This is an optimization exercise on Yosys and OpenROAD, whose aim is small area, a short achievable clock period and few clock cycles per item, not a production implementation. The RTL was checked by simulation tests, not by an equivalence proof against the original design. Power and IR drop assume default switching activity.

**flow/design.v**
```verilog
`default_nettype none
package apsel_pkg;
  localparam int NUM_ARMS = 8;
  localparam int ARM_W    = (NUM_ARMS > 1) ? $clog2(NUM_ARMS) : 1;
  localparam int Q_W      = 16;
  localparam int PMIN_W   = 13;
  localparam int FIELD_W  = 3;
  localparam int Q_ONE_INT  = 65536;
  localparam int SHARE_INT  = Q_ONE_INT / NUM_ARMS;
  localparam logic [Q_W-1:0] PROB_RESET =
    Q_W'((SHARE_INT > Q_ONE_INT - 1) ? (Q_ONE_INT - 1) : SHARE_INT);
  localparam logic [PMIN_W-1:0] PMIN_RESET  = PMIN_W'(655);
  localparam logic [Q_W-1:0]    ALPHA_RESET = Q_W'(52429);
  localparam logic CMD_WRITE  = 1'b0;
  localparam logic CMD_SELECT = 1'b1;
  localparam logic REG_MIN_PROB   = 1'b0;
  localparam logic REG_LEARN_RATE = 1'b1;
  typedef struct packed {
    logic               cmd;
    logic [FIELD_W-1:0] arm;
    logic [Q_W-1:0]     reward;
    logic [Q_W-1:0]     random_draw;
  } req_t;
  typedef struct packed {
    logic [FIELD_W-1:0] chosen_arm;
    logic [FIELD_W-1:0] best_arm;
  } res_t;
endpackage
`default_nettype wire
`default_nettype none
module adaptive_pursuit_selector_core (
  input  wire logic               clk,
  input  wire logic               rst,
  input  wire logic               req_valid,
  output logic                    req_stall,
  input  wire apsel_pkg::req_t    req,
  output logic                    res_valid,
  input  wire logic               res_stall,
  output apsel_pkg::res_t         res,
  input  wire logic               psel,
  input  wire logic               penable,
  input  wire logic               pwrite,
  input  wire logic [2:0]         paddr,
  input  wire logic [31:0]        pwdata,
  output logic [31:0]             prdata,
  output logic                    pready
);
  localparam int Q_W    = apsel_pkg::Q_W;
  localparam int PMIN_W = apsel_pkg::PMIN_W;
  logic [PMIN_W-1:0]   min_probability;
  logic [Q_W-1:0]      learning_rate;
  logic [Q_W-1:0]      pmax;
  logic [Q_W-1:0]      reward_estimate [8];
  logic [Q_W-1:0]      grp_p [4];      
  logic [16:0]         pipe_d [4];     
  logic [3:0]          pipe_tmax;      
  logic [3:0]          pipe_tmin;      
  logic                ph;             
  logic                upd_a;          
  logic                upd_b;          
  logic                rou_a;          
  logic                rou_b;          
  logic [2:0]          sel_best;
  logic [Q_W-1:0]      draw;
  logic [2:0]          rou_best;
  logic [Q_W-1:0]      rou_rem;        
  logic                rou_found;
  logic [1:0]          rou_arm;
  logic [5:0]          q_mem [4];
  logic [1:0]          q_wr;
  logic [1:0]          q_rd;
  logic [2:0]          q_cnt;
  logic [1:0]          outs;           
  function automatic logic [16:0] add16(input logic [15:0] a, input logic [15:0] b,
                                        input logic cin);
    logic [15:0] g, p, gg, pp;
    g  = a & b;
    p  = a ^ b;
    gg = g;
    pp = p;
    gg[0] = g[0] | (p[0] & cin);
    for (int l = 0; l < 4; l++) begin
      for (int i = 0; i < 16; i++) begin
        if (((i >> l) & 1) == 1) begin
          gg[i] = gg[i] | (pp[i] & gg[((i >> l) << l) - 1]);
          pp[i] = pp[i] & pp[((i >> l) << l) - 1];
        end
      end
    end
    add16 = {gg[15], p ^ {gg[14:0], cin}};
  endfunction
  function automatic logic ge16(input logic [15:0] a, input logic [15:0] b);
    logic [16:0] r;
    r = add16(a, ~b, 1'b1);
    ge16 = r[16];
  endfunction
  logic                cfg_wr;
  logic                sel_acc;
  logic                wr_acc;
  logic                res_take;
  assign pready  = 1'b1;
  assign cfg_wr  = psel && penable && pwrite;
  assign prdata  = paddr[2] ? 32'(learning_rate) : 32'(min_probability);
  assign req_stall = req.cmd && (!ph || (outs == 2'd3));
  assign sel_acc   = req_valid && req.cmd && ph && (outs != 2'd3);
  assign wr_acc    = req_valid && !req.cmd;
  assign res_valid      = (q_cnt != 3'd0);
  assign res.chosen_arm = q_mem[q_rd][5:3];
  assign res.best_arm   = q_mem[q_rd][2:0];
  assign res_take       = res_valid && !res_stall;
  logic [2:0]     b01, b23, b45, b67, b03, b47, best_now;
  logic [Q_W-1:0] v01, v23, v45, v67, v03, v47;
  always_comb begin
    b01 = ge16(reward_estimate[1], reward_estimate[0]) ? 3'd1 : 3'd0;
    v01 = ge16(reward_estimate[1], reward_estimate[0]) ? reward_estimate[1] : reward_estimate[0];
    b23 = ge16(reward_estimate[3], reward_estimate[2]) ? 3'd3 : 3'd2;
    v23 = ge16(reward_estimate[3], reward_estimate[2]) ? reward_estimate[3] : reward_estimate[2];
    b45 = ge16(reward_estimate[5], reward_estimate[4]) ? 3'd5 : 3'd4;
    v45 = ge16(reward_estimate[5], reward_estimate[4]) ? reward_estimate[5] : reward_estimate[4];
    b67 = ge16(reward_estimate[7], reward_estimate[6]) ? 3'd7 : 3'd6;
    v67 = ge16(reward_estimate[7], reward_estimate[6]) ? reward_estimate[7] : reward_estimate[6];
    b03 = ge16(v23, v01) ? b23 : b01;
    v03 = ge16(v23, v01) ? v23 : v01;
    b47 = ge16(v67, v45) ? b67 : b45;
    v47 = ge16(v67, v45) ? v67 : v45;
    best_now = ge16(v47, v03) ? b47 : b03;
  end
  logic [8:0] bo_one, bo_two, bo_neg;      
  logic [8:0] bn_one, bn_two, bn_neg;      
  always_comb begin
    logic [18:0] ax;
    ax = {2'b11, (upd_a || upd_b) ? learning_rate : 16'h0000, 1'b0};
    for (int j = 0; j < 9; j++) begin
      bn_one[j] = ax[2*j+1] ^ ax[2*j];
      bn_two[j] = (ax[2*j+2] & ~ax[2*j+1] & ~ax[2*j]) | (~ax[2*j+2] & ax[2*j+1] & ax[2*j]);
      bn_neg[j] = ax[2*j+2] & ~(ax[2*j+1] & ax[2*j]);
    end
  end
  logic [16:0]    d_now [4];
  logic [3:0]     tmax_now, tmin_now;
  logic [Q_W-1:0] t2 [4];
  logic [Q_W-1:0] p_next [4];
  always_comb begin
    for (int j = 0; j < 4; j++) begin
      logic [Q_W-1:0] t;
      tmax_now[j] = (upd_a || upd_b) && (sel_best == {ph, 2'(j)});
      tmin_now[j] = (upd_a || upd_b) && (sel_best != {ph, 2'(j)});
      t = ({Q_W{tmax_now[j]}} & pmax) | ({Q_W{tmin_now[j]}} & Q_W'(min_probability));
      d_now[j] = add16(t, ~grp_p[j], 1'b1) ^ 17'h10000;
      t2[j] = ({Q_W{pipe_tmax[j]}} & pmax) | ({Q_W{pipe_tmin[j]}} & Q_W'(min_probability));
    end
  end
  for (genvar j = 0; j < 4; j++) begin : g_upd
    apsel_pupd u_pupd (
      .t    (t2[j]),
      .d    (pipe_d[j]),
      .corr (pipe_d[j][16]),
      .one  (bo_one),
      .two  (bo_two),
      .neg  (bo_neg),
      .pn   (p_next[j])
    );
  end
  logic [Q_W-1:0] rem [5];
  logic [3:0]     hit;
  logic [1:0]     hit_arm;
  always_comb begin
    rem[0] = rou_rem;
    for (int i = 0; i < 4; i++) begin
      logic [Q_W:0] r;
      r = add16(rem[i], ~grp_p[i], 1'b1);
      hit[i]   = !r[Q_W];
      rem[i+1] = r[Q_W-1:0];
    end
    hit_arm = hit[0] ? 2'd0 : hit[1] ? 2'd1 : hit[2] ? 2'd2 : 2'd3;
  end
  always_ff @(posedge clk) begin
    if (rst) begin
      min_probability <= apsel_pkg::PMIN_RESET;
      learning_rate   <= apsel_pkg::ALPHA_RESET;
      pmax            <= 16'(65536 - 7 * 655);
      ph              <= 1'b0;
      upd_a           <= 1'b0;
      upd_b           <= 1'b0;
      bo_one          <= 9'h100;
      bo_two          <= '0;
      bo_neg          <= 9'h100;
      pipe_tmax       <= '0;
      pipe_tmin       <= '0;
      rou_a           <= 1'b0;
      rou_b           <= 1'b0;
      q_wr            <= '0;
      q_rd            <= '0;
      q_cnt           <= '0;
      outs            <= '0;
      for (int i = 0; i < 8; i++) reward_estimate[i] <= '0;
      for (int j = 0; j < 4; j++) begin
        grp_p[j]  <= apsel_pkg::PROB_RESET;
        pipe_d[j] <= 17'h20000 - 17'(apsel_pkg::PROB_RESET);
      end
    end else begin
      if (cfg_wr) begin
        if (!paddr[2]) begin
          min_probability <= pwdata[PMIN_W-1:0];
          pmax <= (pwdata[PMIN_W-1:0] == '0) ? 16'hFFFF
                : 16'(17'h10000 - 17'(pwdata[PMIN_W-1:0]) * 17'd7);
        end else begin
          learning_rate <= pwdata[Q_W-1:0];
        end
      end
      if (wr_acc) begin
        reward_estimate[req.arm] <= req.reward;
      end
      ph    <= !ph;
      upd_a <= sel_acc;
      upd_b <= upd_a;
      bo_one <= bn_one;
      bo_two <= bn_two;
      bo_neg <= bn_neg;
      pipe_tmax <= tmax_now;
      pipe_tmin <= tmin_now;
      rou_a <= upd_b;
      rou_b <= rou_a;
      for (int j = 0; j < 4; j++) begin
        pipe_d[j] <= d_now[j];
        grp_p[j]  <= p_next[j];
      end
      if (rou_b) begin
        q_wr <= q_wr + 2'd1;
      end
      if (res_take) begin
        q_rd <= q_rd + 2'd1;
      end
      q_cnt <= q_cnt + 3'(rou_b) - 3'(res_take);
      outs  <= outs + 2'(sel_acc) - 2'(res_take);
    end
  end
  always_ff @(posedge clk) begin
    if (sel_acc) begin
      sel_best <= best_now;
      draw     <= req.random_draw;
    end
    if (upd_b) begin
      rou_best <= sel_best;
      rou_rem  <= draw;
    end
    if (rou_a) begin
      rou_rem   <= rem[4];
      rou_found <= |hit;
      rou_arm   <= hit_arm;
    end
    if (rou_b) begin
      q_mem[q_wr] <= {rou_found ? {1'b0, rou_arm} : (|hit ? {1'b1, hit_arm} : 3'd0), rou_best};
    end
  end
endmodule
`default_nettype wire
`default_nettype none
module apsel_pupd (
  input  wire logic [15:0] t,
  input  wire logic [16:0] d,
  input  wire logic        corr,
  input  wire logic [8:0]  one,
  input  wire logic [8:0]  two,
  input  wire logic [8:0]  neg,
  output logic      [15:0] pn
);
  wire pp1 = (one[0] & d[0]) ^ neg[0];
  wire pp2 = ((one[0] & d[1]) | (two[0] & d[0])) ^ neg[0];
  wire pp3 = ((one[0] & d[2]) | (two[0] & d[1])) ^ neg[0];
  wire pp4 = ((one[0] & d[3]) | (two[0] & d[2])) ^ neg[0];
  wire pp5 = ((one[0] & d[4]) | (two[0] & d[3])) ^ neg[0];
  wire pp6 = ((one[0] & d[5]) | (two[0] & d[4])) ^ neg[0];
  wire pp7 = ((one[0] & d[6]) | (two[0] & d[5])) ^ neg[0];
  wire pp8 = ((one[0] & d[7]) | (two[0] & d[6])) ^ neg[0];
  wire pp9 = ((one[0] & d[8]) | (two[0] & d[7])) ^ neg[0];
  wire pp10 = ((one[0] & d[9]) | (two[0] & d[8])) ^ neg[0];
  wire pp11 = ((one[0] & d[10]) | (two[0] & d[9])) ^ neg[0];
  wire pp12 = ((one[0] & d[11]) | (two[0] & d[10])) ^ neg[0];
  wire pp13 = ((one[0] & d[12]) | (two[0] & d[11])) ^ neg[0];
  wire pp14 = ((one[0] & d[13]) | (two[0] & d[12])) ^ neg[0];
  wire pp15 = ((one[0] & d[14]) | (two[0] & d[13])) ^ neg[0];
  wire pp16 = ((one[0] & d[15]) | (two[0] & d[14])) ^ neg[0];
  wire pp17 = ((one[0] & d[16]) | (two[0] & d[15])) ^ neg[0];
  wire pp18 = ~(((one[0] & d[16]) | (two[0] & d[16])) ^ neg[0]);
  wire pp19 = (one[1] & d[0]) ^ neg[1];
  wire pp20 = ((one[1] & d[1]) | (two[1] & d[0])) ^ neg[1];
  wire pp21 = ((one[1] & d[2]) | (two[1] & d[1])) ^ neg[1];
  wire pp22 = ((one[1] & d[3]) | (two[1] & d[2])) ^ neg[1];
  wire pp23 = ((one[1] & d[4]) | (two[1] & d[3])) ^ neg[1];
  wire pp24 = ((one[1] & d[5]) | (two[1] & d[4])) ^ neg[1];
  wire pp25 = ((one[1] & d[6]) | (two[1] & d[5])) ^ neg[1];
  wire pp26 = ((one[1] & d[7]) | (two[1] & d[6])) ^ neg[1];
  wire pp27 = ((one[1] & d[8]) | (two[1] & d[7])) ^ neg[1];
  wire pp28 = ((one[1] & d[9]) | (two[1] & d[8])) ^ neg[1];
  wire pp29 = ((one[1] & d[10]) | (two[1] & d[9])) ^ neg[1];
  wire pp30 = ((one[1] & d[11]) | (two[1] & d[10])) ^ neg[1];
  wire pp31 = ((one[1] & d[12]) | (two[1] & d[11])) ^ neg[1];
  wire pp32 = ((one[1] & d[13]) | (two[1] & d[12])) ^ neg[1];
  wire pp33 = ((one[1] & d[14]) | (two[1] & d[13])) ^ neg[1];
  wire pp34 = ((one[1] & d[15]) | (two[1] & d[14])) ^ neg[1];
  wire pp35 = ((one[1] & d[16]) | (two[1] & d[15])) ^ neg[1];
  wire pp36 = ~(((one[1] & d[16]) | (two[1] & d[16])) ^ neg[1]);
  wire pp37 = (one[2] & d[0]) ^ neg[2];
  wire pp38 = ((one[2] & d[1]) | (two[2] & d[0])) ^ neg[2];
  wire pp39 = ((one[2] & d[2]) | (two[2] & d[1])) ^ neg[2];
  wire pp40 = ((one[2] & d[3]) | (two[2] & d[2])) ^ neg[2];
  wire pp41 = ((one[2] & d[4]) | (two[2] & d[3])) ^ neg[2];
  wire pp42 = ((one[2] & d[5]) | (two[2] & d[4])) ^ neg[2];
  wire pp43 = ((one[2] & d[6]) | (two[2] & d[5])) ^ neg[2];
  wire pp44 = ((one[2] & d[7]) | (two[2] & d[6])) ^ neg[2];
  wire pp45 = ((one[2] & d[8]) | (two[2] & d[7])) ^ neg[2];
  wire pp46 = ((one[2] & d[9]) | (two[2] & d[8])) ^ neg[2];
  wire pp47 = ((one[2] & d[10]) | (two[2] & d[9])) ^ neg[2];
  wire pp48 = ((one[2] & d[11]) | (two[2] & d[10])) ^ neg[2];
  wire pp49 = ((one[2] & d[12]) | (two[2] & d[11])) ^ neg[2];
  wire pp50 = ((one[2] & d[13]) | (two[2] & d[12])) ^ neg[2];
  wire pp51 = ((one[2] & d[14]) | (two[2] & d[13])) ^ neg[2];
  wire pp52 = ((one[2] & d[15]) | (two[2] & d[14])) ^ neg[2];
  wire pp53 = ((one[2] & d[16]) | (two[2] & d[15])) ^ neg[2];
  wire pp54 = ~(((one[2] & d[16]) | (two[2] & d[16])) ^ neg[2]);
  wire pp55 = (one[3] & d[0]) ^ neg[3];
  wire pp56 = ((one[3] & d[1]) | (two[3] & d[0])) ^ neg[3];
  wire pp57 = ((one[3] & d[2]) | (two[3] & d[1])) ^ neg[3];
  wire pp58 = ((one[3] & d[3]) | (two[3] & d[2])) ^ neg[3];
  wire pp59 = ((one[3] & d[4]) | (two[3] & d[3])) ^ neg[3];
  wire pp60 = ((one[3] & d[5]) | (two[3] & d[4])) ^ neg[3];
  wire pp61 = ((one[3] & d[6]) | (two[3] & d[5])) ^ neg[3];
  wire pp62 = ((one[3] & d[7]) | (two[3] & d[6])) ^ neg[3];
  wire pp63 = ((one[3] & d[8]) | (two[3] & d[7])) ^ neg[3];
  wire pp64 = ((one[3] & d[9]) | (two[3] & d[8])) ^ neg[3];
  wire pp65 = ((one[3] & d[10]) | (two[3] & d[9])) ^ neg[3];
  wire pp66 = ((one[3] & d[11]) | (two[3] & d[10])) ^ neg[3];
  wire pp67 = ((one[3] & d[12]) | (two[3] & d[11])) ^ neg[3];
  wire pp68 = ((one[3] & d[13]) | (two[3] & d[12])) ^ neg[3];
  wire pp69 = ((one[3] & d[14]) | (two[3] & d[13])) ^ neg[3];
  wire pp70 = ((one[3] & d[15]) | (two[3] & d[14])) ^ neg[3];
  wire pp71 = ((one[3] & d[16]) | (two[3] & d[15])) ^ neg[3];
  wire pp72 = ~(((one[3] & d[16]) | (two[3] & d[16])) ^ neg[3]);
  wire pp73 = (one[4] & d[0]) ^ neg[4];
  wire pp74 = ((one[4] & d[1]) | (two[4] & d[0])) ^ neg[4];
  wire pp75 = ((one[4] & d[2]) | (two[4] & d[1])) ^ neg[4];
  wire pp76 = ((one[4] & d[3]) | (two[4] & d[2])) ^ neg[4];
  wire pp77 = ((one[4] & d[4]) | (two[4] & d[3])) ^ neg[4];
  wire pp78 = ((one[4] & d[5]) | (two[4] & d[4])) ^ neg[4];
  wire pp79 = ((one[4] & d[6]) | (two[4] & d[5])) ^ neg[4];
  wire pp80 = ((one[4] & d[7]) | (two[4] & d[6])) ^ neg[4];
  wire pp81 = ((one[4] & d[8]) | (two[4] & d[7])) ^ neg[4];
  wire pp82 = ((one[4] & d[9]) | (two[4] & d[8])) ^ neg[4];
  wire pp83 = ((one[4] & d[10]) | (two[4] & d[9])) ^ neg[4];
  wire pp84 = ((one[4] & d[11]) | (two[4] & d[10])) ^ neg[4];
  wire pp85 = ((one[4] & d[12]) | (two[4] & d[11])) ^ neg[4];
  wire pp86 = ((one[4] & d[13]) | (two[4] & d[12])) ^ neg[4];
  wire pp87 = ((one[4] & d[14]) | (two[4] & d[13])) ^ neg[4];
  wire pp88 = ((one[4] & d[15]) | (two[4] & d[14])) ^ neg[4];
  wire pp89 = ((one[4] & d[16]) | (two[4] & d[15])) ^ neg[4];
  wire pp90 = ~(((one[4] & d[16]) | (two[4] & d[16])) ^ neg[4]);
  wire pp91 = (one[5] & d[0]) ^ neg[5];
  wire pp92 = ((one[5] & d[1]) | (two[5] & d[0])) ^ neg[5];
  wire pp93 = ((one[5] & d[2]) | (two[5] & d[1])) ^ neg[5];
  wire pp94 = ((one[5] & d[3]) | (two[5] & d[2])) ^ neg[5];
  wire pp95 = ((one[5] & d[4]) | (two[5] & d[3])) ^ neg[5];
  wire pp96 = ((one[5] & d[5]) | (two[5] & d[4])) ^ neg[5];
  wire pp97 = ((one[5] & d[6]) | (two[5] & d[5])) ^ neg[5];
  wire pp98 = ((one[5] & d[7]) | (two[5] & d[6])) ^ neg[5];
  wire pp99 = ((one[5] & d[8]) | (two[5] & d[7])) ^ neg[5];
  wire pp100 = ((one[5] & d[9]) | (two[5] & d[8])) ^ neg[5];
  wire pp101 = ((one[5] & d[10]) | (two[5] & d[9])) ^ neg[5];
  wire pp102 = ((one[5] & d[11]) | (two[5] & d[10])) ^ neg[5];
  wire pp103 = ((one[5] & d[12]) | (two[5] & d[11])) ^ neg[5];
  wire pp104 = ((one[5] & d[13]) | (two[5] & d[12])) ^ neg[5];
  wire pp105 = ((one[5] & d[14]) | (two[5] & d[13])) ^ neg[5];
  wire pp106 = ((one[5] & d[15]) | (two[5] & d[14])) ^ neg[5];
  wire pp107 = ((one[5] & d[16]) | (two[5] & d[15])) ^ neg[5];
  wire pp108 = ~(((one[5] & d[16]) | (two[5] & d[16])) ^ neg[5]);
  wire pp109 = (one[6] & d[0]) ^ neg[6];
  wire pp110 = ((one[6] & d[1]) | (two[6] & d[0])) ^ neg[6];
  wire pp111 = ((one[6] & d[2]) | (two[6] & d[1])) ^ neg[6];
  wire pp112 = ((one[6] & d[3]) | (two[6] & d[2])) ^ neg[6];
  wire pp113 = ((one[6] & d[4]) | (two[6] & d[3])) ^ neg[6];
  wire pp114 = ((one[6] & d[5]) | (two[6] & d[4])) ^ neg[6];
  wire pp115 = ((one[6] & d[6]) | (two[6] & d[5])) ^ neg[6];
  wire pp116 = ((one[6] & d[7]) | (two[6] & d[6])) ^ neg[6];
  wire pp117 = ((one[6] & d[8]) | (two[6] & d[7])) ^ neg[6];
  wire pp118 = ((one[6] & d[9]) | (two[6] & d[8])) ^ neg[6];
  wire pp119 = ((one[6] & d[10]) | (two[6] & d[9])) ^ neg[6];
  wire pp120 = ((one[6] & d[11]) | (two[6] & d[10])) ^ neg[6];
  wire pp121 = ((one[6] & d[12]) | (two[6] & d[11])) ^ neg[6];
  wire pp122 = ((one[6] & d[13]) | (two[6] & d[12])) ^ neg[6];
  wire pp123 = ((one[6] & d[14]) | (two[6] & d[13])) ^ neg[6];
  wire pp124 = ((one[6] & d[15]) | (two[6] & d[14])) ^ neg[6];
  wire pp125 = ((one[6] & d[16]) | (two[6] & d[15])) ^ neg[6];
  wire pp126 = ~(((one[6] & d[16]) | (two[6] & d[16])) ^ neg[6]);
  wire pp127 = (one[7] & d[0]) ^ neg[7];
  wire pp128 = ((one[7] & d[1]) | (two[7] & d[0])) ^ neg[7];
  wire pp129 = ((one[7] & d[2]) | (two[7] & d[1])) ^ neg[7];
  wire pp130 = ((one[7] & d[3]) | (two[7] & d[2])) ^ neg[7];
  wire pp131 = ((one[7] & d[4]) | (two[7] & d[3])) ^ neg[7];
  wire pp132 = ((one[7] & d[5]) | (two[7] & d[4])) ^ neg[7];
  wire pp133 = ((one[7] & d[6]) | (two[7] & d[5])) ^ neg[7];
  wire pp134 = ((one[7] & d[7]) | (two[7] & d[6])) ^ neg[7];
  wire pp135 = ((one[7] & d[8]) | (two[7] & d[7])) ^ neg[7];
  wire pp136 = ((one[7] & d[9]) | (two[7] & d[8])) ^ neg[7];
  wire pp137 = ((one[7] & d[10]) | (two[7] & d[9])) ^ neg[7];
  wire pp138 = ((one[7] & d[11]) | (two[7] & d[10])) ^ neg[7];
  wire pp139 = ((one[7] & d[12]) | (two[7] & d[11])) ^ neg[7];
  wire pp140 = ((one[7] & d[13]) | (two[7] & d[12])) ^ neg[7];
  wire pp141 = ((one[7] & d[14]) | (two[7] & d[13])) ^ neg[7];
  wire pp142 = ((one[7] & d[15]) | (two[7] & d[14])) ^ neg[7];
  wire pp143 = ((one[7] & d[16]) | (two[7] & d[15])) ^ neg[7];
  wire pp144 = ((one[7] & d[16]) | (two[7] & d[16])) ^ neg[7];
  wire pp145 = neg[8] & ~d[0];
  wire pp146 = neg[8] & ~d[1];
  wire pp147 = neg[8] & ~d[2];
  wire pp148 = neg[8] & ~d[3];
  wire pp149 = neg[8] & ~d[4];
  wire pp150 = neg[8] & ~d[5];
  wire pp151 = neg[8] & ~d[6];
  wire pp152 = neg[8] & ~d[7];
  wire pp153 = neg[8] & ~d[8];
  wire pp154 = neg[8] & ~d[9];
  wire pp155 = neg[8] & ~d[10];
  wire pp156 = neg[8] & ~d[11];
  wire pp157 = neg[8] & ~d[12];
  wire pp158 = neg[8] & ~d[13];
  wire pp159 = neg[8] & ~d[14];
  wire pp160 = neg[8] & ~d[15];
  wire s161 = pp15 ^ pp31;
  wire c162 = pp15 & pp31;
  wire s163 = pp16 ^ pp32;
  wire c164 = pp16 & pp32;
  wire x165 = pp17 ^ pp33;
  wire s166 = x165 ^ pp49;
  wire c167 = (pp17 & pp33) | (pp49 & x165);
  wire s168 = pp65 ^ pp81;
  wire c169 = pp65 & pp81;
  wire x170 = 1'b1 ^ pp18;
  wire s171 = x170 ^ pp34;
  wire c172 = (1'b1 & pp18) | (pp34 & x170);
  wire x173 = pp50 ^ pp66;
  wire s174 = x173 ^ pp82;
  wire c175 = (pp50 & pp66) | (pp82 & x173);
  wire x176 = 1'b1 ^ pp35;
  wire s177 = x176 ^ pp51;
  wire c178 = (1'b1 & pp35) | (pp51 & x176);
  wire s179 = pp67 ^ pp83;
  wire c180 = pp67 & pp83;
  wire x181 = pp36 ^ pp52;
  wire s182 = x181 ^ pp68;
  wire c183 = (pp36 & pp52) | (pp68 & x181);
  wire s184 = 1'b1 ^ pp53;
  wire c185 = 1'b1 & pp53;
  wire s186 = pp9 ^ pp25;
  wire c187 = pp9 & pp25;
  wire s188 = pp10 ^ pp26;
  wire c189 = pp10 & pp26;
  wire x190 = pp11 ^ pp27;
  wire s191 = x190 ^ pp43;
  wire c192 = (pp11 & pp27) | (pp43 & x190);
  wire s193 = pp59 ^ pp75;
  wire c194 = pp59 & pp75;
  wire x195 = pp12 ^ pp28;
  wire s196 = x195 ^ pp44;
  wire c197 = (pp12 & pp28) | (pp44 & x195);
  wire s198 = pp60 ^ pp76;
  wire c199 = pp60 & pp76;
  wire x200 = pp13 ^ pp29;
  wire s201 = x200 ^ pp45;
  wire c202 = (pp13 & pp29) | (pp45 & x200);
  wire x203 = pp61 ^ pp77;
  wire s204 = x203 ^ pp93;
  wire c205 = (pp61 & pp77) | (pp93 & x203);
  wire s206 = pp109 ^ neg[6];
  wire c207 = pp109 & neg[6];
  wire x208 = pp14 ^ pp30;
  wire s209 = x208 ^ pp46;
  wire c210 = (pp14 & pp30) | (pp46 & x208);
  wire x211 = pp62 ^ pp78;
  wire s212 = x211 ^ pp94;
  wire c213 = (pp62 & pp78) | (pp94 & x211);
  wire s214 = pp110 ^ corr;
  wire c215 = pp110 & corr;
  wire x216 = s161 ^ pp47;
  wire s217 = x216 ^ pp63;
  wire c218 = (s161 & pp47) | (pp63 & x216);
  wire x219 = pp79 ^ pp95;
  wire s220 = x219 ^ pp111;
  wire c221 = (pp79 & pp95) | (pp111 & x219);
  wire x222 = pp127 ^ neg[7];
  wire s223 = x222 ^ corr;
  wire c224 = (pp127 & neg[7]) | (corr & x222);
  wire x225 = s163 ^ pp48;
  wire s226 = x225 ^ pp64;
  wire c227 = (s163 & pp48) | (pp64 & x225);
  wire x228 = pp80 ^ pp96;
  wire s229 = x228 ^ pp112;
  wire c230 = (pp80 & pp96) | (pp112 & x228);
  wire x231 = pp128 ^ corr;
  wire s232 = x231 ^ c162;
  wire c233 = (pp128 & corr) | (c162 & x231);
  wire x234 = s166 ^ s168;
  wire s235 = x234 ^ pp97;
  wire c236 = (s166 & s168) | (pp97 & x234);
  wire x237 = pp113 ^ pp129;
  wire s238 = x237 ^ pp145;
  wire c239 = (pp113 & pp129) | (pp145 & x237);
  wire x240 = neg[8] ^ t[0];
  wire s241 = x240 ^ c164;
  wire c242 = (neg[8] & t[0]) | (c164 & x240);
  wire x243 = s171 ^ s174;
  wire s244 = x243 ^ pp98;
  wire c245 = (s171 & s174) | (pp98 & x243);
  wire x246 = pp114 ^ pp130;
  wire s247 = x246 ^ pp146;
  wire c248 = (pp114 & pp130) | (pp146 & x246);
  wire x249 = t[1] ^ c167;
  wire s250 = x249 ^ c169;
  wire c251 = (t[1] & c167) | (c169 & x249);
  wire x252 = s177 ^ s179;
  wire s253 = x252 ^ pp99;
  wire c254 = (s177 & s179) | (pp99 & x252);
  wire x255 = pp115 ^ pp131;
  wire s256 = x255 ^ pp147;
  wire c257 = (pp115 & pp131) | (pp147 & x255);
  wire x258 = t[2] ^ c172;
  wire s259 = x258 ^ c175;
  wire c260 = (t[2] & c172) | (c175 & x258);
  wire x261 = s182 ^ pp84;
  wire s262 = x261 ^ pp100;
  wire c263 = (s182 & pp84) | (pp100 & x261);
  wire x264 = pp116 ^ pp132;
  wire s265 = x264 ^ pp148;
  wire c266 = (pp116 & pp132) | (pp148 & x264);
  wire x267 = t[3] ^ c178;
  wire s268 = x267 ^ c180;
  wire c269 = (t[3] & c178) | (c180 & x267);
  wire x270 = s184 ^ pp69;
  wire s271 = x270 ^ pp85;
  wire c272 = (s184 & pp69) | (pp85 & x270);
  wire x273 = pp101 ^ pp117;
  wire s274 = x273 ^ pp133;
  wire c275 = (pp101 & pp117) | (pp133 & x273);
  wire x276 = pp149 ^ t[4];
  wire s277 = x276 ^ c183;
  wire c278 = (pp149 & t[4]) | (c183 & x276);
  wire x279 = pp54 ^ pp70;
  wire s280 = x279 ^ pp86;
  wire c281 = (pp54 & pp70) | (pp86 & x279);
  wire x282 = pp102 ^ pp118;
  wire s283 = x282 ^ pp134;
  wire c284 = (pp102 & pp118) | (pp134 & x282);
  wire x285 = pp150 ^ t[5];
  wire s286 = x285 ^ c185;
  wire c287 = (pp150 & t[5]) | (c185 & x285);
  wire x288 = 1'b1 ^ pp71;
  wire s289 = x288 ^ pp87;
  wire c290 = (1'b1 & pp71) | (pp87 & x288);
  wire x291 = pp103 ^ pp119;
  wire s292 = x291 ^ pp135;
  wire c293 = (pp103 & pp119) | (pp135 & x291);
  wire s294 = pp151 ^ t[6];
  wire c295 = pp151 & t[6];
  wire x296 = pp72 ^ pp88;
  wire s297 = x296 ^ pp104;
  wire c298 = (pp72 & pp88) | (pp104 & x296);
  wire x299 = pp120 ^ pp136;
  wire s300 = x299 ^ pp152;
  wire c301 = (pp120 & pp136) | (pp152 & x299);
  wire x302 = 1'b1 ^ pp89;
  wire s303 = x302 ^ pp105;
  wire c304 = (1'b1 & pp89) | (pp105 & x302);
  wire s305 = pp121 ^ pp137;
  wire c306 = pp121 & pp137;
  wire x307 = pp90 ^ pp106;
  wire s308 = x307 ^ pp122;
  wire c309 = (pp90 & pp106) | (pp122 & x307);
  wire s310 = 1'b1 ^ pp107;
  wire c311 = 1'b1 & pp107;
  wire s312 = pp5 ^ pp21;
  wire c313 = pp5 & pp21;
  wire s314 = pp6 ^ pp22;
  wire c315 = pp6 & pp22;
  wire x316 = pp7 ^ pp23;
  wire s317 = x316 ^ pp39;
  wire c318 = (pp7 & pp23) | (pp39 & x316);
  wire s319 = pp55 ^ neg[3];
  wire c320 = pp55 & neg[3];
  wire x321 = pp8 ^ pp24;
  wire s322 = x321 ^ pp40;
  wire c323 = (pp8 & pp24) | (pp40 & x321);
  wire s324 = pp56 ^ corr;
  wire c325 = pp56 & corr;
  wire x326 = s186 ^ pp41;
  wire s327 = x326 ^ pp57;
  wire c328 = (s186 & pp41) | (pp57 & x326);
  wire x329 = pp73 ^ neg[4];
  wire s330 = x329 ^ corr;
  wire c331 = (pp73 & neg[4]) | (corr & x329);
  wire x332 = s188 ^ pp42;
  wire s333 = x332 ^ pp58;
  wire c334 = (s188 & pp42) | (pp58 & x332);
  wire x335 = pp74 ^ corr;
  wire s336 = x335 ^ c187;
  wire c337 = (pp74 & corr) | (c187 & x335);
  wire x338 = s191 ^ s193;
  wire s339 = x338 ^ pp91;
  wire c340 = (s191 & s193) | (pp91 & x338);
  wire x341 = neg[5] ^ corr;
  wire s342 = x341 ^ c189;
  wire c343 = (neg[5] & corr) | (c189 & x341);
  wire x344 = s196 ^ s198;
  wire s345 = x344 ^ pp92;
  wire c346 = (s196 & s198) | (pp92 & x344);
  wire x347 = corr ^ c192;
  wire s348 = x347 ^ c194;
  wire c349 = (corr & c192) | (c194 & x347);
  wire x350 = s201 ^ s204;
  wire s351 = x350 ^ s206;
  wire c352 = (s201 & s204) | (s206 & x350);
  wire x353 = corr ^ c197;
  wire s354 = x353 ^ c199;
  wire c355 = (corr & c197) | (c199 & x353);
  wire x356 = s209 ^ s212;
  wire s357 = x356 ^ s214;
  wire c358 = (s209 & s212) | (s214 & x356);
  wire x359 = c202 ^ c205;
  wire s360 = x359 ^ c207;
  wire c361 = (c202 & c205) | (c207 & x359);
  wire x362 = s217 ^ s220;
  wire s363 = x362 ^ s223;
  wire c364 = (s217 & s220) | (s223 & x362);
  wire x365 = c210 ^ c213;
  wire s366 = x365 ^ c215;
  wire c367 = (c210 & c213) | (c215 & x365);
  wire x368 = s226 ^ s229;
  wire s369 = x368 ^ s232;
  wire c370 = (s226 & s229) | (s232 & x368);
  wire x371 = c218 ^ c221;
  wire s372 = x371 ^ c224;
  wire c373 = (c218 & c221) | (c224 & x371);
  wire x374 = s235 ^ s238;
  wire s375 = x374 ^ s241;
  wire c376 = (s235 & s238) | (s241 & x374);
  wire x377 = c227 ^ c230;
  wire s378 = x377 ^ c233;
  wire c379 = (c227 & c230) | (c233 & x377);
  wire x380 = s244 ^ s247;
  wire s381 = x380 ^ s250;
  wire c382 = (s244 & s247) | (s250 & x380);
  wire x383 = c236 ^ c239;
  wire s384 = x383 ^ c242;
  wire c385 = (c236 & c239) | (c242 & x383);
  wire x386 = s253 ^ s256;
  wire s387 = x386 ^ s259;
  wire c388 = (s253 & s256) | (s259 & x386);
  wire x389 = c245 ^ c248;
  wire s390 = x389 ^ c251;
  wire c391 = (c245 & c248) | (c251 & x389);
  wire x392 = s262 ^ s265;
  wire s393 = x392 ^ s268;
  wire c394 = (s262 & s265) | (s268 & x392);
  wire x395 = c254 ^ c257;
  wire s396 = x395 ^ c260;
  wire c397 = (c254 & c257) | (c260 & x395);
  wire x398 = s271 ^ s274;
  wire s399 = x398 ^ s277;
  wire c400 = (s271 & s274) | (s277 & x398);
  wire x401 = c263 ^ c266;
  wire s402 = x401 ^ c269;
  wire c403 = (c263 & c266) | (c269 & x401);
  wire x404 = s280 ^ s283;
  wire s405 = x404 ^ s286;
  wire c406 = (s280 & s283) | (s286 & x404);
  wire x407 = c272 ^ c275;
  wire s408 = x407 ^ c278;
  wire c409 = (c272 & c275) | (c278 & x407);
  wire x410 = s289 ^ s292;
  wire s411 = x410 ^ s294;
  wire c412 = (s289 & s292) | (s294 & x410);
  wire x413 = c281 ^ c284;
  wire s414 = x413 ^ c287;
  wire c415 = (c281 & c284) | (c287 & x413);
  wire x416 = s297 ^ s300;
  wire s417 = x416 ^ t[7];
  wire c418 = (s297 & s300) | (t[7] & x416);
  wire x419 = c290 ^ c293;
  wire s420 = x419 ^ c295;
  wire c421 = (c290 & c293) | (c295 & x419);
  wire x422 = s303 ^ s305;
  wire s423 = x422 ^ pp153;
  wire c424 = (s303 & s305) | (pp153 & x422);
  wire x425 = t[8] ^ c298;
  wire s426 = x425 ^ c301;
  wire c427 = (t[8] & c298) | (c301 & x425);
  wire x428 = s308 ^ pp138;
  wire s429 = x428 ^ pp154;
  wire c430 = (s308 & pp138) | (pp154 & x428);
  wire x431 = t[9] ^ c304;
  wire s432 = x431 ^ c306;
  wire c433 = (t[9] & c304) | (c306 & x431);
  wire x434 = s310 ^ pp123;
  wire s435 = x434 ^ pp139;
  wire c436 = (s310 & pp123) | (pp139 & x434);
  wire x437 = pp155 ^ t[10];
  wire s438 = x437 ^ c309;
  wire c439 = (pp155 & t[10]) | (c309 & x437);
  wire x440 = pp108 ^ pp124;
  wire s441 = x440 ^ pp140;
  wire c442 = (pp108 & pp124) | (pp140 & x440);
  wire x443 = pp156 ^ t[11];
  wire s444 = x443 ^ c311;
  wire c445 = (pp156 & t[11]) | (c311 & x443);
  wire x446 = 1'b1 ^ pp125;
  wire s447 = x446 ^ pp141;
  wire c448 = (1'b1 & pp125) | (pp141 & x446);
  wire s449 = pp157 ^ t[12];
  wire c450 = pp157 & t[12];
  wire x451 = pp126 ^ pp142;
  wire s452 = x451 ^ pp158;
  wire c453 = (pp126 & pp142) | (pp158 & x451);
  wire s454 = 1'b1 ^ pp143;
  wire c455 = 1'b1 & pp143;
  wire s456 = 1'b1 ^ pp144;
  wire c457 = 1'b1 & pp144;
  wire s458 = pp3 ^ pp19;
  wire c459 = pp3 & pp19;
  wire s460 = pp4 ^ pp20;
  wire c461 = pp4 & pp20;
  wire x462 = s312 ^ pp37;
  wire s463 = x462 ^ neg[2];
  wire c464 = (s312 & pp37) | (neg[2] & x462);
  wire x465 = s314 ^ pp38;
  wire s466 = x465 ^ corr;
  wire c467 = (s314 & pp38) | (corr & x465);
  wire x468 = s317 ^ s319;
  wire s469 = x468 ^ corr;
  wire c470 = (s317 & s319) | (corr & x468);
  wire x471 = s322 ^ s324;
  wire s472 = x471 ^ c318;
  wire c473 = (s322 & s324) | (c318 & x471);
  wire x474 = s327 ^ s330;
  wire s475 = x474 ^ c323;
  wire c476 = (s327 & s330) | (c323 & x474);
  wire x477 = s333 ^ s336;
  wire s478 = x477 ^ c328;
  wire c479 = (s333 & s336) | (c328 & x477);
  wire x480 = s339 ^ s342;
  wire s481 = x480 ^ c334;
  wire c482 = (s339 & s342) | (c334 & x480);
  wire x483 = s345 ^ s348;
  wire s484 = x483 ^ c340;
  wire c485 = (s345 & s348) | (c340 & x483);
  wire x486 = s351 ^ s354;
  wire s487 = x486 ^ c346;
  wire c488 = (s351 & s354) | (c346 & x486);
  wire x489 = s357 ^ s360;
  wire s490 = x489 ^ c352;
  wire c491 = (s357 & s360) | (c352 & x489);
  wire x492 = s363 ^ s366;
  wire s493 = x492 ^ c358;
  wire c494 = (s363 & s366) | (c358 & x492);
  wire x495 = s369 ^ s372;
  wire s496 = x495 ^ c364;
  wire c497 = (s369 & s372) | (c364 & x495);
  wire x498 = s375 ^ s378;
  wire s499 = x498 ^ c370;
  wire c500 = (s375 & s378) | (c370 & x498);
  wire x501 = s381 ^ s384;
  wire s502 = x501 ^ c376;
  wire c503 = (s381 & s384) | (c376 & x501);
  wire x504 = s387 ^ s390;
  wire s505 = x504 ^ c382;
  wire c506 = (s387 & s390) | (c382 & x504);
  wire x507 = s393 ^ s396;
  wire s508 = x507 ^ c388;
  wire c509 = (s393 & s396) | (c388 & x507);
  wire x510 = s399 ^ s402;
  wire s511 = x510 ^ c394;
  wire c512 = (s399 & s402) | (c394 & x510);
  wire x513 = s405 ^ s408;
  wire s514 = x513 ^ c400;
  wire c515 = (s405 & s408) | (c400 & x513);
  wire x516 = s411 ^ s414;
  wire s517 = x516 ^ c406;
  wire c518 = (s411 & s414) | (c406 & x516);
  wire x519 = s417 ^ s420;
  wire s520 = x519 ^ c412;
  wire c521 = (s417 & s420) | (c412 & x519);
  wire x522 = s423 ^ s426;
  wire s523 = x522 ^ c418;
  wire c524 = (s423 & s426) | (c418 & x522);
  wire x525 = s429 ^ s432;
  wire s526 = x525 ^ c424;
  wire c527 = (s429 & s432) | (c424 & x525);
  wire x528 = s435 ^ s438;
  wire s529 = x528 ^ c430;
  wire c530 = (s435 & s438) | (c430 & x528);
  wire x531 = s441 ^ s444;
  wire s532 = x531 ^ c436;
  wire c533 = (s441 & s444) | (c436 & x531);
  wire x534 = s447 ^ s449;
  wire s535 = x534 ^ c442;
  wire c536 = (s447 & s449) | (c442 & x534);
  wire x537 = s452 ^ t[13];
  wire s538 = x537 ^ c448;
  wire c539 = (s452 & t[13]) | (c448 & x537);
  wire x540 = s454 ^ pp159;
  wire s541 = x540 ^ t[14];
  wire c542 = (s454 & pp159) | (t[14] & x540);
  wire x543 = s456 ^ pp160;
  wire s544 = x543 ^ t[15];
  wire c545 = (s456 & pp160) | (t[15] & x543);
  wire s546 = pp1 ^ neg[0];
  wire c547 = pp1 & neg[0];
  wire s548 = pp2 ^ corr;
  wire c549 = pp2 & corr;
  wire x550 = s458 ^ neg[1];
  wire s551 = x550 ^ corr;
  wire c552 = (s458 & neg[1]) | (corr & x550);
  wire x553 = s460 ^ corr;
  wire s554 = x553 ^ c459;
  wire c555 = (s460 & corr) | (c459 & x553);
  wire x556 = s463 ^ corr;
  wire s557 = x556 ^ c461;
  wire c558 = (s463 & corr) | (c461 & x556);
  wire x559 = s466 ^ c313;
  wire s560 = x559 ^ c464;
  wire c561 = (s466 & c313) | (c464 & x559);
  wire x562 = s469 ^ c315;
  wire s563 = x562 ^ c467;
  wire c564 = (s469 & c315) | (c467 & x562);
  wire x565 = s472 ^ c320;
  wire s566 = x565 ^ c470;
  wire c567 = (s472 & c320) | (c470 & x565);
  wire x568 = s475 ^ c325;
  wire s569 = x568 ^ c473;
  wire c570 = (s475 & c325) | (c473 & x568);
  wire x571 = s478 ^ c331;
  wire s572 = x571 ^ c476;
  wire c573 = (s478 & c331) | (c476 & x571);
  wire x574 = s481 ^ c337;
  wire s575 = x574 ^ c479;
  wire c576 = (s481 & c337) | (c479 & x574);
  wire x577 = s484 ^ c343;
  wire s578 = x577 ^ c482;
  wire c579 = (s484 & c343) | (c482 & x577);
  wire x580 = s487 ^ c349;
  wire s581 = x580 ^ c485;
  wire c582 = (s487 & c349) | (c485 & x580);
  wire x583 = s490 ^ c355;
  wire s584 = x583 ^ c488;
  wire c585 = (s490 & c355) | (c488 & x583);
  wire x586 = s493 ^ c361;
  wire s587 = x586 ^ c491;
  wire c588 = (s493 & c361) | (c491 & x586);
  wire x589 = s496 ^ c367;
  wire s590 = x589 ^ c494;
  wire c591 = (s496 & c367) | (c494 & x589);
  wire x592 = s499 ^ c373;
  wire s593 = x592 ^ c497;
  wire c594 = (s499 & c373) | (c497 & x592);
  wire x595 = s502 ^ c379;
  wire s596 = x595 ^ c500;
  wire c597 = (s502 & c379) | (c500 & x595);
  wire x598 = s505 ^ c385;
  wire s599 = x598 ^ c503;
  wire c600 = (s505 & c385) | (c503 & x598);
  wire x601 = s508 ^ c391;
  wire s602 = x601 ^ c506;
  wire c603 = (s508 & c391) | (c506 & x601);
  wire x604 = s511 ^ c397;
  wire s605 = x604 ^ c509;
  wire c606 = (s511 & c397) | (c509 & x604);
  wire x607 = s514 ^ c403;
  wire s608 = x607 ^ c512;
  wire c609 = (s514 & c403) | (c512 & x607);
  wire x610 = s517 ^ c409;
  wire s611 = x610 ^ c515;
  wire c612 = (s517 & c409) | (c515 & x610);
  wire x613 = s520 ^ c415;
  wire s614 = x613 ^ c518;
  wire c615 = (s520 & c415) | (c518 & x613);
  wire x616 = s523 ^ c421;
  wire s617 = x616 ^ c521;
  wire c618 = (s523 & c421) | (c521 & x616);
  wire x619 = s526 ^ c427;
  wire s620 = x619 ^ c524;
  wire c621 = (s526 & c427) | (c524 & x619);
  wire x622 = s529 ^ c433;
  wire s623 = x622 ^ c527;
  wire c624 = (s529 & c433) | (c527 & x622);
  wire x625 = s532 ^ c439;
  wire s626 = x625 ^ c530;
  wire c627 = (s532 & c439) | (c530 & x625);
  wire x628 = s535 ^ c445;
  wire s629 = x628 ^ c533;
  wire c630 = (s535 & c445) | (c533 & x628);
  wire x631 = s538 ^ c450;
  wire s632 = x631 ^ c536;
  wire c633 = (s538 & c450) | (c536 & x631);
  wire x634 = s541 ^ c453;
  wire s635 = x634 ^ c539;
  wire c636 = (s541 & c453) | (c539 & x634);
  wire x637 = s544 ^ c455;
  wire s638 = x637 ^ c542;
  wire c639 = (s544 & c455) | (c542 & x637);
  wire g640 = s546 & corr;
  wire x641 = s546 ^ corr;
  wire g642 = s548 & c547;
  wire x643 = s548 ^ c547;
  wire g644 = s551 & c549;
  wire x645 = s551 ^ c549;
  wire g646 = s554 & c552;
  wire x647 = s554 ^ c552;
  wire g648 = s557 & c555;
  wire x649 = s557 ^ c555;
  wire g650 = s560 & c558;
  wire x651 = s560 ^ c558;
  wire g652 = s563 & c561;
  wire x653 = s563 ^ c561;
  wire g654 = s566 & c564;
  wire x655 = s566 ^ c564;
  wire g656 = s569 & c567;
  wire x657 = s569 ^ c567;
  wire g658 = s572 & c570;
  wire x659 = s572 ^ c570;
  wire g660 = s575 & c573;
  wire x661 = s575 ^ c573;
  wire g662 = s578 & c576;
  wire x663 = s578 ^ c576;
  wire g664 = s581 & c579;
  wire x665 = s581 ^ c579;
  wire g666 = s584 & c582;
  wire x667 = s584 ^ c582;
  wire g668 = s587 & c585;
  wire x669 = s587 ^ c585;
  wire g670 = s590 & c588;
  wire x671 = s590 ^ c588;
  wire g672 = s593 & c591;
  wire x673 = s593 ^ c591;
  wire g674 = s596 & c594;
  wire x675 = s596 ^ c594;
  wire g676 = s599 & c597;
  wire x677 = s599 ^ c597;
  wire g678 = s602 & c600;
  wire x679 = s602 ^ c600;
  wire g680 = s605 & c603;
  wire x681 = s605 ^ c603;
  wire g682 = s608 & c606;
  wire x683 = s608 ^ c606;
  wire g684 = s611 & c609;
  wire x685 = s611 ^ c609;
  wire g686 = s614 & c612;
  wire x687 = s614 ^ c612;
  wire g688 = s617 & c615;
  wire x689 = s617 ^ c615;
  wire g690 = s620 & c618;
  wire x691 = s620 ^ c618;
  wire g692 = s623 & c621;
  wire x693 = s623 ^ c621;
  wire g694 = s626 & c624;
  wire x695 = s626 ^ c624;
  wire g696 = s629 & c627;
  wire x697 = s629 ^ c627;
  wire g698 = s632 & c630;
  wire x699 = s632 ^ c630;
  wire g700 = s635 & c633;
  wire x701 = s635 ^ c633;
  wire g702 = s638 & c636;
  wire x703 = s638 ^ c636;
  wire G704 = g642 | (x643 & g640);
  wire P705 = x643 & x641;
  wire G706 = g646 | (x647 & g644);
  wire P707 = x647 & x645;
  wire G708 = g650 | (x651 & g648);
  wire P709 = x651 & x649;
  wire G710 = g654 | (x655 & g652);
  wire P711 = x655 & x653;
  wire G712 = g658 | (x659 & g656);
  wire P713 = x659 & x657;
  wire G714 = g662 | (x663 & g660);
  wire P715 = x663 & x661;
  wire G716 = g666 | (x667 & g664);
  wire P717 = x667 & x665;
  wire G718 = g670 | (x671 & g668);
  wire P719 = x671 & x669;
  wire G720 = G706 | (P707 & G704);
  wire P721 = P707 & P705;
  wire G722 = G710 | (P711 & G708);
  wire P723 = P711 & P709;
  wire G724 = G714 | (P715 & G712);
  wire P725 = P715 & P713;
  wire G726 = G718 | (P719 & G716);
  wire P727 = P719 & P717;
  wire G728 = G722 | (P723 & G720);
  wire P729 = P723 & P721;
  wire G730 = G726 | (P727 & G724);
  wire P731 = P727 & P725;
  wire G732 = G730 | (P731 & G728);
  wire P733 = P731 & P729;
  wire G734 = g674 | (x675 & g672);
  wire P735 = x675 & x673;
  wire G736 = g678 | (x679 & g676);
  wire P737 = x679 & x677;
  wire G738 = g682 | (x683 & g680);
  wire P739 = x683 & x681;
  wire G740 = g686 | (x687 & g684);
  wire P741 = x687 & x685;
  wire G742 = g690 | (x691 & g688);
  wire P743 = x691 & x689;
  wire G744 = g694 | (x695 & g692);
  wire P745 = x695 & x693;
  wire G746 = g698 | (x699 & g696);
  wire P747 = x699 & x697;
  wire G748 = g702 | (x703 & g700);
  wire P749 = x703 & x701;
  wire G750 = g676 | (x677 & G734);
  wire P751 = x677 & P735;
  wire G752 = G736 | (P737 & G734);
  wire P753 = P737 & P735;
  wire G754 = g684 | (x685 & G738);
  wire P755 = x685 & P739;
  wire G756 = G740 | (P741 & G738);
  wire P757 = P741 & P739;
  wire G758 = g692 | (x693 & G742);
  wire P759 = x693 & P743;
  wire G760 = G744 | (P745 & G742);
  wire P761 = P745 & P743;
  wire G762 = g700 | (x701 & G746);
  wire P763 = x701 & P747;
  wire G764 = G748 | (P749 & G746);
  wire P765 = P749 & P747;
  wire G766 = g680 | (x681 & G752);
  wire P767 = x681 & P753;
  wire G768 = G738 | (P739 & G752);
  wire P769 = P739 & P753;
  wire G770 = G754 | (P755 & G752);
  wire P771 = P755 & P753;
  wire G772 = G756 | (P757 & G752);
  wire P773 = P757 & P753;
  wire G774 = g696 | (x697 & G760);
  wire P775 = x697 & P761;
  wire G776 = G746 | (P747 & G760);
  wire P777 = P747 & P761;
  wire G778 = G762 | (P763 & G760);
  wire P779 = P763 & P761;
  wire G780 = G764 | (P765 & G760);
  wire P781 = P765 & P761;
  wire G782 = g688 | (x689 & G772);
  wire P783 = x689 & P773;
  wire G784 = G742 | (P743 & G772);
  wire P785 = P743 & P773;
  wire G786 = G758 | (P759 & G772);
  wire P787 = P759 & P773;
  wire G788 = G760 | (P761 & G772);
  wire P789 = P761 & P773;
  wire G790 = G774 | (P775 & G772);
  wire P791 = P775 & P773;
  wire G792 = G776 | (P777 & G772);
  wire P793 = P777 & P773;
  wire G794 = G778 | (P779 & G772);
  wire P795 = P779 & P773;
  wire G796 = G780 | (P781 & G772);
  wire P797 = P781 & P773;
  wire C798 = g672 | (x673 & G732);
  wire C799 = G734 | (P735 & G732);
  wire C800 = G750 | (P751 & G732);
  wire C801 = G752 | (P753 & G732);
  wire C802 = G766 | (P767 & G732);
  wire C803 = G768 | (P769 & G732);
  wire C804 = G770 | (P771 & G732);
  wire C805 = G772 | (P773 & G732);
  wire C806 = G782 | (P783 & G732);
  wire C807 = G784 | (P785 & G732);
  wire C808 = G786 | (P787 & G732);
  wire C809 = G788 | (P789 & G732);
  wire C810 = G790 | (P791 & G732);
  wire C811 = G792 | (P793 & G732);
  wire C812 = G794 | (P795 & G732);
  assign pn[0] = x673 ^ G732;
  assign pn[1] = x675 ^ C798;
  assign pn[2] = x677 ^ C799;
  assign pn[3] = x679 ^ C800;
  assign pn[4] = x681 ^ C801;
  assign pn[5] = x683 ^ C802;
  assign pn[6] = x685 ^ C803;
  assign pn[7] = x687 ^ C804;
  assign pn[8] = x689 ^ C805;
  assign pn[9] = x691 ^ C806;
  assign pn[10] = x693 ^ C807;
  assign pn[11] = x695 ^ C808;
  assign pn[12] = x697 ^ C809;
  assign pn[13] = x699 ^ C810;
  assign pn[14] = x701 ^ C811;
  assign pn[15] = x703 ^ C812;
endmodule
`default_nettype wire
`default_nettype none
module apsel_top (
  input  wire logic        clk,
  input  wire logic        rst,
  input  wire logic        req_valid,
  output logic             req_stall,
  input  wire logic        req_cmd,
  input  wire logic [2:0]  req_arm,
  input  wire logic [15:0] req_reward,
  input  wire logic [15:0] req_draw,
  output logic             res_valid,
  input  wire logic        res_stall,
  output logic [2:0]       res_chosen_arm,
  output logic [2:0]       res_best_arm,
  input  wire logic        psel,
  input  wire logic        penable,
  input  wire logic        pwrite,
  input  wire logic [2:0]  paddr,
  input  wire logic [31:0] pwdata,
  output logic [31:0]      prdata,
  output logic             pready
);
  apsel_pkg::req_t req;
  apsel_pkg::res_t res;
  assign req.cmd         = req_cmd;
  assign req.arm         = req_arm;
  assign req.reward      = req_reward;
  assign req.random_draw = req_draw;
  assign res_chosen_arm = res.chosen_arm;
  assign res_best_arm   = res.best_arm;
  adaptive_pursuit_selector_core u_core (
    .clk       (clk),
    .rst       (rst),
    .req_valid (req_valid),
    .req_stall (req_stall),
    .req       (req),
    .res_valid (res_valid),
    .res_stall (res_stall),
    .res       (res),
    .psel      (psel),
    .penable   (penable),
    .pwrite    (pwrite),
    .paddr     (paddr),
    .pwdata    (pwdata),
    .prdata    (prdata),
    .pready    (pready)
  );
endmodule
`default_nettype wire
```
**flow/config.mk**
```make
export PLATFORM = sky130hd
export DESIGN_NAME = apsel_top
export DESIGN_NICKNAME = apsel_top
export VERILOG_FILES = /design/flow/design.v
export SDC_FILE = /design/flow/constraint.sdc
export NUM_CORES = 4
export LEC_CHECK = 0
export ABC_AREA = 1
export CAP_MARGIN = 20
export CORE_MARGIN = 2
export CORE_UTILIZATION = 40
export SETUP_SLACK_MARGIN = 5
export SLEW_MARGIN = 20
```
**flow/constraint.sdc**
```tcl
create_clock -name core_clock -period 14.0 [get_ports {clk}]
set_input_delay 2.8000 -clock core_clock [delete_from_list [all_inputs] [get_ports {clk}]]
set_output_delay 2.8000 -clock core_clock [all_outputs]
set_load 0.01 [all_outputs]
```
**flow/run.sh**
```bash
#!/bin/bash
# synth_recipe.tcl (not shown) runs the flow's synth.tcl, then flattens the netlist and writes it again
# the make line also repeats each setting of config.mk as NAME=value (left out here)
make -C /OpenROAD-flow-scripts/flow DESIGN_CONFIG=/design/flow/config.mk WORK_HOME=/design/flow/orfs CLKGATE_MAP_FILE= SYNTH_SCRIPT=/design/flow/synth_recipe.tcl finish
```
==> metrics.cfg, run 1 <==
[floorplanning]
rows=132
die_y_um=364
ioPinCount=119
fp.coreArea_um2=129000
chipWidth_um=364
start_util_pct=40.2
die_area_um2=133000

[finish]
ff_latch_area_um2=10300
multiInputGateArea_um2=35800
stdcell_area_um2=56100
area_growth_pct=8.11
post-route-util_pct=43.4
n_fill_cell=12800
stdcell_count=7791
drive_gt1_share_pct=4.89
nets=7162

[clock_tree]
root_buffer=clkbuf_16
clockBufferDepth=3
cts_hold_buf=0
cts.repair.resized=0
post_cts_buffers=0
cts_inserted_buffers=50
worst_skew_pair.late_latency_ps=640
clk_pin_slew_ps=70
tritoncts=yes
clock_sinks=419
htreeDepth=2

[critical_path]
critPathMaxStageDelay_ps=740
critical_path_class=flip-flop to flip-flop
start_kind=flip-flop
cp_data_required_time_ps=14550
crit_family=adder cells
crit_path_max_fanout=47
cp_slowest_cell=buf_4
crit_path_frequent_cell=fa_1
critPathCaptureType=flip-flop
crit_buf_inv=4
crit_chain=inv_2 -> buf_4 -> o22ai_1 -> xor2_1 -> fa_1 -> inv_1 -> fa_1 -> fa_1 -> fa_1 -> fa_1 -> inv_1 -> ha_1 -> nand2_1 -> nor2_1 -> a211oi_1 -> o21ai_0 -> a21oi_1 -> o21ai_0 -> a21oi_1 -> nor2_1 -> nor2_1 -> o21ai_0 -> a21oi_1
arrival_ps=7930

[grt]
grt-ovfl-total=0
grt_first_pass_wirelength_um=251000
track_usage_pct=24.5
grt_max_degree=70
antenna_found_initial=1
grt_pass1_vias=43500

[route]
drt-met1-wl_um=64000
ant_nets=0
top_layer=met5
route.met2.wl_um=75000
drtIter0Drc=3477
wl_per_cell_um=20.7
drc_errors=0
dr_wl_met3_um=12900
dr.pass1.iters=7
vias=42300
wl_um=161000
via_per_inst=5.44

[synth]
synthDistinctLibCells=50
synth_top_area_share_pct=22.5
yosys.cell_count.top_type=inv_1
synth_edf_count=193
async_reset_ff_share_pct=0
synth-main-ff-cell=dfxtp_1
ys_ff_latch=419
yosys.area.top_type=fa_1
syn_avg_cell_area_um2=8.49
syn_inst=6108
synth_area_leaders=fa_1, ha_1, edfxtp_1
synth_common_cells=inv_1, o22ai_1, nand2_1, xor2_1, fa_1
yosysWarningCount=13
synth_area_um2=51900
ys_seq_area_share_pct=19.9

[min_path]
hold_class=flip-flop to flip-flop

[sta]
tightest_slew_ps=1030
tns_ps=0
finalHoldViolations=0
rsz0062_at_grt=false
report.final.slew_viol_count=0
relSlewSlack_pct=31.3
fin_hold_ws_ps=435
setup_viol=0
fin_ws_ps=6620
fin_crit_ps=7380
finClkSkew_ps=30.7
max_freq_mhz=135
period_share_pct=52.7

[place]
post-place-ws_ps=6840
io_buffer_count=83
dp_hpwl_um=116000
placed_area_um2=54300
dp_cells=7697
gp_congestion=0.933

[power]
vdd_ir_drop_max_mv=0.274
switching_power_mw=5.50
p_leak_nw=27.7
p_clk_share_pct=13.1
total_power_mw=10.9
cellInternalPower_mw=5.39
comb_power_share_pct=72.0
switching_share_pct=50.5
p_seq_share_pct=14.9
powerDensity_nw_per_um2=194

[flow_run]
maxCapViolCount=0

[run_status]
outcome=no timing/DRC/antenna violations

==> worst paths after layout <==
path / from / slack (ps) / cells after the start / to
max reg2reg: u_core.bo_one[3] / 6620 / 23 / u_core.grp_p[0][15]
min: u_core.upd_a / 430 / 2 / u_core.upd_b
max: u_core.bo_one[3] / 6620 / 23 / u_core.grp_p[0][15]
min reg2reg: u_core.upd_a / 430 / 2 / u_core.upd_b
==> layout by cell type, fill, tap and decap left out, types with 5 or more instances in the layout <==
cell | synthesis | routed
a31oi_1 | 7 | 7
o21bai_1 | 13 | 13
nand4_1 | 15 | 15
ha_1 | 495 | 495
nor2_1 | 438 | 436
buf_4 | 18 | 91
a21o_1 | 20 | 20
inv_1 | 1089 | 1088
a21oi_2 | 7 | 7
inv_2 | 47 | 45
nand3_1 | 70 | 70
nor3_1 | 32 | 31
nor2_4 | 4 | 5
clkinv_2 | 0 | 7
a221oi_1 | 6 | 6
edfxtp_1 | 193 | 193
o21ai_2 | 8 | 8
o21ai_0 | 261 | 260
fa_1 | 582 | 582
nand2_1 | 585 | 585
nand2_2 | 27 | 27
clkinv_1 | 45 | 48
bufinv_16 | 0 | 9
dfxtp_1 | 226 | 218
nor4_1 | 8 | 8
clkbuf_16 | 0 | 50
clkdlybuf4s50_1 | 0 | 82
conb_1 | 2 | 17
o211ai_1 | 9 | 9
a211oi_1 | 14 | 14
xnor2_1 | 77 | 77
nor2_2 | 9 | 10
clkinvlp_4 | 0 | 6
xor2_1 | 585 | 585
o21a_1 | 12 | 12
o21ai_1 | 4 | 5
o22ai_1 | 621 | 621
a21oi_1 | 225 | 225
clkbuf_1 | 261 | 10
==> worst reg2reg max path, stage by stage (launching register included) <==
cell	delay (ps)
dfxtp_1	580
inv_2	560
buf_4	740
o22ai_1	200
xor2_1	190
fa_1	520
inv_1	60
fa_1	510
fa_1	520
fa_1	530
fa_1	560
inv_1	40
ha_1	310
nand2_1	100
nor2_1	50
a211oi_1	290
o21ai_0	120
a21oi_1	470
o21ai_0	260
a21oi_1	280
nor2_1	70
nor2_1	110
o21ai_0	90
a21oi_1	160
==> layer usage <==
layer  GRT usage, %  vias to the layer above
li1               -                    19500
met1           30.1                    20500
met2           41.1                     1864
met3           4.52                      496
met4           12.0                        4
met5              0                        -
==> area by class of cell <==
| class | count | area share (%) |
|---|---|---|
| multi-input cells | 4182 | 63.9 |
| flip-flops and latches | 419 | 18.4 |
| inverters | 1181 | 7.92 |
| well taps | 1742 | 3.89 |
| repair buffers | 173 | 2.68 |
| clock buffers | 63 | 2.37 |
| clock inverters | 30 | 0.783 |
| diodes | 1 | 0.00446 |
==> sequential cells by signal, summed over array words and instances (netlist names), 8 cells and up, named ones only <==
signal	count
u_core.learning_rate	16
u_core.bo_neg	9
u_core.bo_two	8
u_core.rou_rem	16
u_core.q_mem	24
u_core.reward_estimate	128
u_core.pipe_d	68
u_core.min_probability	13
u_core.pmax	16
u_core.bo_one	8
u_core.draw	16
u_core.grp_p	64
==> kinds of logic (layout without fill, tap and decap cells) <==
family / Yosys count / count (layout) / synth area share (%)
buffers and inverters: 1522 / 1447 / 11.1
AO/OA/AOI/OAI: 1223 / 1223 / 14.0
AND/OR/NAND/NOR: 1203 / 1203 / 9.39
adder cells (fa/ha/maj): 1077 / 1077 / 34.4
XOR/XNOR: 662 / 662 / 11.2
flip-flops: 419 / 419 / 19.9
other: 2 / 18 / 0.0145
==> power groups by stage <==
stage / Combinational [mW] / Clock [mW] / Sequential, mW
after global routing: 8.92 / 1.50 / 1.64
after detailed placement: 7.73 / 0 / 1.65
after CTS: 7.81 / 1.45 / 1.62
after global placement: 7.60 / 0 / 1.65
after floorplan: 5.92 / 0 / 1.60
final: 7.84 / 1.43 / 1.63
Testbench counts, summed over its fixed seeds: cycles 2,447, items 1,200.
==> inputs of run 2 (changes only) <==
==> flow/flow/run.sh (new file) <==
#!/bin/bash
# Layout: the standard flow (standard synthesis, floorplan, placement, CTS,
# routing), with plain buffers on the ports and a tighter setup target for the
# timing repair steps. The SDC is the design's, unchanged.
set -uo pipefail
bash standard.sh finish \
  SETUP_SLACK_MARGIN=8.0 \
  "BUFFER_PORTS_ARGS=-buffer_cell sky130_fd_sc_hd__buf_2" \
  > standard_flow.log 2>&1
status=$?
cp -r orfs/logs flow_logs 2>/dev/null || true
exit $status
==> flow/standard.sh (new file) <==
#!/bin/bash
# synth_recipe.tcl (not shown) runs the flow's synth.tcl, then flattens the netlist and writes it again
# the make line also repeats each setting of config.mk as NAME=value (left out here)
make -C /OpenROAD-flow-scripts/flow DESIGN_CONFIG=/design/flow/config.mk WORK_HOME=/design/flow/orfs CLKGATE_MAP_FILE= SYNTH_SCRIPT=/design/flow/synth_recipe.tcl "${@:-finish}"
--- a/flow/config.mk
+++ b/flow/config.mk
@@ -10,4 +10,3 @@
 export CORE_MARGIN = 2
 export CORE_UTILIZATION = 40
-export SETUP_SLACK_MARGIN = 5
 export SLEW_MARGIN = 20
removed: flow/run.sh
==> run 2 against run 1 <==
  * Worst setup slack improved by 1200 ps
  * Total power increased by 17%
  * Still clean
  * Area after synthesis unchanged
  * Clock power increased by 8%
  * Largest cell class unchanged
  * Die area unchanged
  * Final area increased by 3.1%
  * Largest power group unchanged
  * Cell count increased by 0.67%
  * Synthesized cell count unchanged
  * First-iteration DRC count increased by 19%
  * Utilization increased by 1.4 points
  * Non-clock buffer count increased by 51
  * Critical path type unchanged
  * Sequential power about the same
  * Critical endpoint is now u_core.q_mem[3][3]
==> metrics.cfg, run 2 <==
[run_status]
outcome=no timing/DRC/antenna violations

[grt]
grt-ovfl-total=0  ; unchanged
grt_pass1_vias=43300  ; -0.40%
track_usage_pct=24.6  ; +0.15 points
grt_first_pass_wirelength_um=252000  ; +0.25%

[place]
io_buffer_count=83  ; unchanged
dp_hpwl_um=115000  ; -0.68%

[flow_run]
maxCapViolCount=0  ; unchanged

[clock_tree]
worst_skew_pair.late_latency_ps=650  ; about the same
tritoncts=yes
root_buffer=clkbuf_16
cts_inserted_buffers=50  ; unchanged
htreeDepth=2  ; unchanged

[floorplanning]
start_util_pct=40.2  ; unchanged
ioPinCount=119  ; unchanged
rows=132  ; unchanged
fp.coreArea_um2=129000  ; unchanged
die_y_um=364  ; unchanged

[finish]
area_growth_pct=11.5
final_cell_mix=inv_1, o22ai_1, xor2_1
n_fill_cell=12800  ; -0.16%
top_register=u_core.reward_estimate
top_regs=u_core.reward_estimate x128, u_core.pipe_d x68, u_core.grp_p x64
antenna_cells=0  ; -1

[route]
drtIter0Drc=4132  ; +19%
dr.pass1.iters=6  ; -1
vias=42900  ; +1.2%

[sta]
relSlewSlack_pct=19.6  ; -12 points
finClkSkew_ps=47.8  ; +17.1 ps
finalHoldViolations=0  ; unchanged
fin_crit_ps=6180  ; -1200 ps
rsz0062_at_grt=true
setup_viol=0  ; unchanged
report.final.slew_viol_count=0  ; unchanged
tightest_slew_ps=1190  ; +162 ps

[synth]
synthDistinctLibCells=50  ; unchanged
syn_inst=6108  ; unchanged
synth_area_um2=51900  ; unchanged
ys_ff_latch=419  ; unchanged
synth-main-ff-cell=dfxtp_1
ys_seq_area_share_pct=19.9  ; unchanged
yosys.area.top_type=fa_1
yosys.cell_count.top_type=inv_1
synth_area_leaders=fa_1, ha_1, edfxtp_1

[critical_path]
critPathMaxStageDelay_ps=510  ; -230 ps
critical_path_class=flip-flop to flip-flop
critPathCaptureType=flip-flop

[power]
p_leak_nw=28.5  ; +2.9%
total_power_mw=12.7  ; +17%

## run 2: final timing paths
check                                        from            endpoint  slack (ps)  depth (start not counted)
worst max-delay path            u_core.rou_rem[0]  u_core.q_mem[3][3]        7820                         38
worst min-delay path                 u_core.upd_a        u_core.upd_b         440                          2
worst max register to register  u_core.rou_rem[0]  u_core.q_mem[3][3]        7820                         38
worst min register to register       u_core.upd_a        u_core.upd_b         440                          2
## run 2: worst register-to-register path: cells and delay by family (launching register included)
kind / cells / cell delay (ps)
xor gates and xnor gates: 2 / 410
adders and majority gates: 8 / 2480
and+or+nand+nor: 15 / 1030
DFF: 1 / 440
AOI/OAI and AO/OA: 7 / 1250
buffers and inverters: 6 / 470
## run 2: through the flow
stage               util, %  instances
floorplan                 -       6123
global placement       41.7       7695
detailed placement     41.7       7695
CTS                    43.9       7810
global route           44.8       7843
finish                 44.8       7843
## run 2: timing repair
item	CTS	global route
buffers inserted	17	27
hold buffers	0	0
cloned	4	6
resized for setup	189	181
setup endpoints to repair	99	77
pin swaps	40	35
## run 2: kinds of logic (layout without fill, tap and decap cells)
kind of cell | count (synthesis) | count (layout) | synth area share [%]
AO/OA/AOI/OAI | 1223 | 1223 | 14.0
other | 2 | 17 | 0.0145
buffers and inverters | 1522 | 1500 | 11.1
flip-flops | 419 | 419 | 19.9
adder cells (fa/ha/maj) | 1077 | 1077 | 34.4
XOR/XNOR | 662 | 662 | 11.2
AND/OR/NAND/NOR | 1203 | 1203 | 9.39
## run 2: power by group
group	internal, mW	leakage [nW]	switching [mW]	total, mW
Clock	0.944	0.925	0.591	1.54
Combinational	4.07	23.9	5.47	9.54
Sequential	1.51	3.68	0.119	1.63
Total	6.52	28.5	6.18	12.7
## run 2: area by class of cell
| cell class | instances | area [µm²] | share of cell area [%] |
|---|---|---|---|
| Clock buffer | 62 | 1420 | 2.46 |
| Clock inverter | 32 | 502 | 0.868 |
| Inverter | 1181 | 4590 | 7.94 |
| Multi-Input combinational cell | 4182 | 36500 | 63.2 |
| Sequential cell | 419 | 10400 | 17.9 |
| Tap cell | 1742 | 2180 | 3.77 |
| Timing Repair Buffer | 224 | 2230 | 3.85 |
| Timing Repair inverter | 1 | 7.51 | 0.0130 |
## run 2: layer usage
layer | vias up | GRT usage [%] | share of wire [%]
met5 | - | 0 | 0.0066
met4 | 2 | 12.3 | 6.0
met3 | 489 | 3.88 | 8.0
met2 | 1947 | 41.5 | 47
met1 | 20800 | 30.5 | 39
li1 | 19600 | - | -

Check on run 2: ideal ports give 7.819 ns setup slack; a clkbuf_16 on the clock port and buf_2 on the inputs give 7.694 ns; moving port delays by the midpoint clock arrival (0.684 ns) as well gives 7.667 ns.
